Background: an optimization exercise with open tools, aiming at small area, a short achievable clock period and few clock cycles. Do not read the settings as production practice. No activity file was given, so power comes from the tool's default toggle rates.

// row_peak_valley_detector
module row_peak_valley_detector #(
    parameter int MAX_COLUMNS = 4096,
    parameter int MAX_ROWS    = 4096,
    parameter int SAMPLE_BITS = 32
) (
    input  logic                                clk,
    input  logic                                rst_n,
    input  logic                                cfg_valid,
    output logic                                cfg_ready,
    input  logic [rpvd_pkg::CFG_INDEX_BITS-1:0] cfg_index,
    input  logic [rpvd_pkg::CFG_DATA_BITS-1:0]  cfg_data,
    input  logic                                sample_valid,
    output logic                                sample_ready,
    input  logic [SAMPLE_BITS-1:0]              sample,
    input  logic                                row_start,
    input  logic                                frame_start,
    output logic                                result_valid,
    input  logic                                result_ready,
    output logic                                is_valley,
    output logic [rpvd_pkg::COLUMN_BITS-1:0]    column,
    output logic [rpvd_pkg::ROW_BITS-1:0]       row,
    output logic [rpvd_pkg::VALUE_BITS-1:0]     value
);
Size: ~1500 cells after synthesis, roughly 280 flip-flops, ~130 I/O pins, about 16000 um2 of cells after synthesis.
clock: 10.0 ns
lec_check: 0
cap_margin: 20
core_margin: 2
core_utilization: 40
place_density: 0.6
setup_slack_margin: 0.5
slew_margin: 20
standard.sh (not shown) runs the stock make flow with config.mk's settings and CLKGATE_MAP_FILE= SYNTH_SCRIPT=/design/flow/synth_recipe.tcl, a recipe that flattens the netlist after the stock synthesis.
==> flow/flow/run.sh <==
#!/bin/bash
# The standard layout, with timing repair aiming for a setup slack of 7.2 ns.
bash standard.sh SETUP_SLACK_MARGIN=7.2 finish > flow.log 2>&1
The first run passed the timing, DRC and antenna checks.
Change:
==> flow/run.sh (new file) <==
#!/bin/bash
# synth_recipe.tcl (not shown) runs the flow's synth.tcl, then flattens the netlist and writes it again
# the make line also repeats each setting of config.mk as NAME=value (left out here)
make -C /OpenROAD-flow-scripts/flow DESIGN_CONFIG=/design/flow/config.mk WORK_HOME=/design/flow/orfs CLKGATE_MAP_FILE= SYNTH_SCRIPT=/design/flow/synth_recipe.tcl finish
removed: flow/flow/run.sh
removed: flow/standard.sh
Total power drops by 18%. Setup slack is worse by 1.9 ns. Synthesized area does not change. Flip-flop and latch count does not change.
Change:
==> flow/flow/run.sh (new file) <==
#!/bin/bash
# The standard layout, with timing repair aiming for a setup slack of 6.5 ns.
bash standard.sh SETUP_SLACK_MARGIN=6.5 finish > flow.log 2>&1
==> flow/standard.sh (new file) <==
#!/bin/bash
# synth_recipe.tcl (not shown) runs the flow's synth.tcl, then flattens the netlist and writes it again
# the make line also repeats each setting of config.mk as NAME=value (left out here)
make -C /OpenROAD-flow-scripts/flow DESIGN_CONFIG=/design/flow/config.mk WORK_HOME=/design/flow/orfs CLKGATE_MAP_FILE= SYNTH_SCRIPT=/design/flow/synth_recipe.tcl "${@:-finish}"
removed: flow/run.sh
=> The new run completed with no timing, DRC or antenna violations; worst hold slack hardly moves; setup slack improves by 2.1 ns; global-route usage came out higher by 1.9 points; wire length came out higher by 12%; sequential cell count stays the same.
Change:
==> flow/run.sh (new file) <==
#!/bin/bash
# synth_recipe.tcl (not shown) runs the flow's synth.tcl, then flattens the netlist and writes it again
# the make line also repeats each setting of config.mk as NAME=value (left out here)
make -C /OpenROAD-flow-scripts/flow DESIGN_CONFIG=/design/flow/config.mk WORK_HOME=/design/flow/orfs CLKGATE_MAP_FILE= SYNTH_SCRIPT=/design/flow/synth_recipe.tcl finish
Settings changed: SETUP_SLACK_MARGIN 0.5 to 5.
removed: flow/flow/run.sh
removed: flow/standard.sh
Flip-flop and latch count is unchanged; non-clock buffer count fell by 75; cell area is lower by 7.3%; sequential power is about the same; via count decreases by 3.6%; total power shrinks by 11%; count of clock-buffer cells in the layout went up by 15.
No functional check of the RTL was part of any run of this note.

========
== maple ==
Another version of the RTL of row_peak_valley_detector (not shown whole).
Size in the first run: ~1400 cells after synthesis, roughly 280 flip-flops, roughly 16000 µm² of cells after synthesis.
## row_peak_valley_detector
module row_peak_valley_detector #(
    parameter int MAX_COLUMNS = 4096,
    parameter int MAX_ROWS    = 4096,
    parameter int SAMPLE_BITS = 32
) (
    input  logic                                clk,
    input  logic                                rst_n,
    input  logic                                cfg_valid,
    output logic                                cfg_ready,
    input  logic [rpvd_pkg::CFG_INDEX_BITS-1:0] cfg_index,
    input  logic [rpvd_pkg::CFG_DATA_BITS-1:0]  cfg_data,
    input  logic                                sample_valid,
    output logic                                sample_ready,
    input  logic [SAMPLE_BITS-1:0]              sample,
    input  logic                                row_start,
    input  logic                                frame_start,
    output logic                                result_valid,
    input  logic                                result_ready,
    output logic                                is_valley,
    output logic [rpvd_pkg::COLUMN_BITS-1:0]    column,
    output logic [rpvd_pkg::ROW_BITS-1:0]       row,
    output logic [rpvd_pkg::VALUE_BITS-1:0]     value
);
clock: 10.0 ns
lec_check: 0
cap_margin: 20
core_margin: 2
core_utilization: 40
place_density: 0.6
setup_slack_margin: 0.5
slew_margin: 20
==> flow/flow/run.sh <==
#!/bin/bash
# The standard layout, with timing repair aiming for a setup slack of 6.5 ns.
bash standard.sh SETUP_SLACK_MARGIN=6.5  finish > flow.log 2>&1
maple completed every stage of the flow, and the final layout passed the timing, DRC and antenna checks.
Changes in cedar relative to maple:
-- flow/flow/run.sh --
<<< maple, line 3
bash standard.sh SETUP_SLACK_MARGIN=6.5  finish > flow.log 2>&1
>>> cedar, line 3
bash standard.sh SETUP_SLACK_MARGIN=6.5 BUFFER_PORTS_ARGS=-buffer_cell\ sky130_fd_sc_hd__buf_1 finish > flow.log 2>&1
==> summary.txt <==
Endpoint of the most critical setup path = u_core.a_column_reg[3]: cedar; endpoint of the most critical setup path = u_core.b_value_reg[11]: maple
Between maple and cedar, the flow reports area of the multi-input gates decreasing slightly.
Diff maple -> cedar: cell area went down by 1100 µm²; met3 routing resource usage after global routing grew by 0.57 points.
What willow does differently from cedar at the input level:
==> flow/flow/run.sh <==
#!/bin/bash
# The standard layout, with timing repair aiming for a setup slack of 7 ns.
bash standard.sh SETUP_SLACK_MARGIN=7 BUFFER_PORTS_ARGS=-buffer_cell\ sky130_fd_sc_hd__buf_2 finish > flow.log 2>&1
==> summary.txt <==
Total area of multi-input combinational cells delta for willow relative to cedar: 330 µm² higher
Looking at willow and cedar, the placed instance count is a wash.
Compared with cedar, in willow portion of the clock cycle consumed by the worst path in the final layout level; achievable frequency level.
The run showing the smaller final core utilization is cedar.
Post-route worst setup slack, willow and cedar, lower one = cedar.
Changes observed in willow relative to cedar: count of flip-flops with a built-in enable after synthesis was more or less identical, sequential share of layout area went down by 2.1 points, effective utilization at floorplan was more or less identical, area of the die was more or less identical.
The following lists how ember was set up differently from willow:
==> flow/flow/run.sh <==
#!/bin/bash
# The standard layout, with timing repair aiming for a setup slack of 7 ns.
bash standard.sh SETUP_SLACK_MARGIN=7  finish > flow.log 2>&1
Findings:
- ember and willow ended up with roughly the same arrival time at the worst endpoint.
- Per-cell routed wire length in ember is about 1.3% higher than in willow
- Comparing willow and ember, the higher largest fanout of any net on the critical path is on willow.
- willow ended up with u_core.b_value_reg[12] as its end point of the critical path; ember ended up with u_core.a_column_reg[7].
- Diff ember..willow | number of hold violations in the final report | unchanged
- Cmp ember vs willow: non-clock buffer count lower in ember
- ember: clock period minus worst slack 34 ps above willow
No run of this note included a check of the RTL's function; only the layout flow was run.

-- afterwards: timing with drivers on the ports --
No port has a modelled driver above. Below, the same layouts with a new extraction and two added sets of constraints. Step 1 (the two cells are an assumption about what drives the block):
set clk [get_ports {clk}]
set_driving_cell -lib_cell sky130_fd_sc_hd__clkbuf_16 $clk
set_driving_cell -lib_cell sky130_fd_sc_hd__buf_2 [delete_from_list [all_inputs] $clk]
Step 2 moves the port delays by t, midway between the first and last clock arrival at a register: inputs arrive t later, outputs are due t later. That takes back most of the time a late clock gives input paths. Three values: ideal ports, drivers, drivers and shift; two values: the first two.
run | shift t [ns] | slack for setup (ns) | slew at the worst register clock pin (ns) | cell pins on the clock port's net
the first run of note 1 | 0.585 | 5.871 / 5.871 / 5.871 | 0.07 / 0.07 | 1
the second run of note 1 | 0.630 | 3.958 / 3.958 / 3.958 | 0.07 / 0.07 | 1
the third run of note 1 | 0.630 | 6.024 / 6.024 / 5.674 | 0.07 / 0.07 | 1
the fourth run of note 1 | 0.606 | 5.238 / 5.238 / 5.238 | 0.06 / 0.06 | 1
maple | 0.589 | 6.495 / 6.489 / 5.970 | 0.06 / 0.06 | 1
cedar | 0.573 | 6.424 / 6.424 / 6.119 | 0.06 / 0.06 | 1
willow | 0.595 | 6.432 / 6.432 / 6.387 | 0.06 / 0.06 | 1
ember | 0.576 | 6.398 / 6.398 / 6.373 | 0.07 / 0.07 | 1
After both steps every run listed still meets setup and hold. The setup slack of maple, which loses most, moves by -0.006 ns with the drivers and by -0.525 ns with both steps.
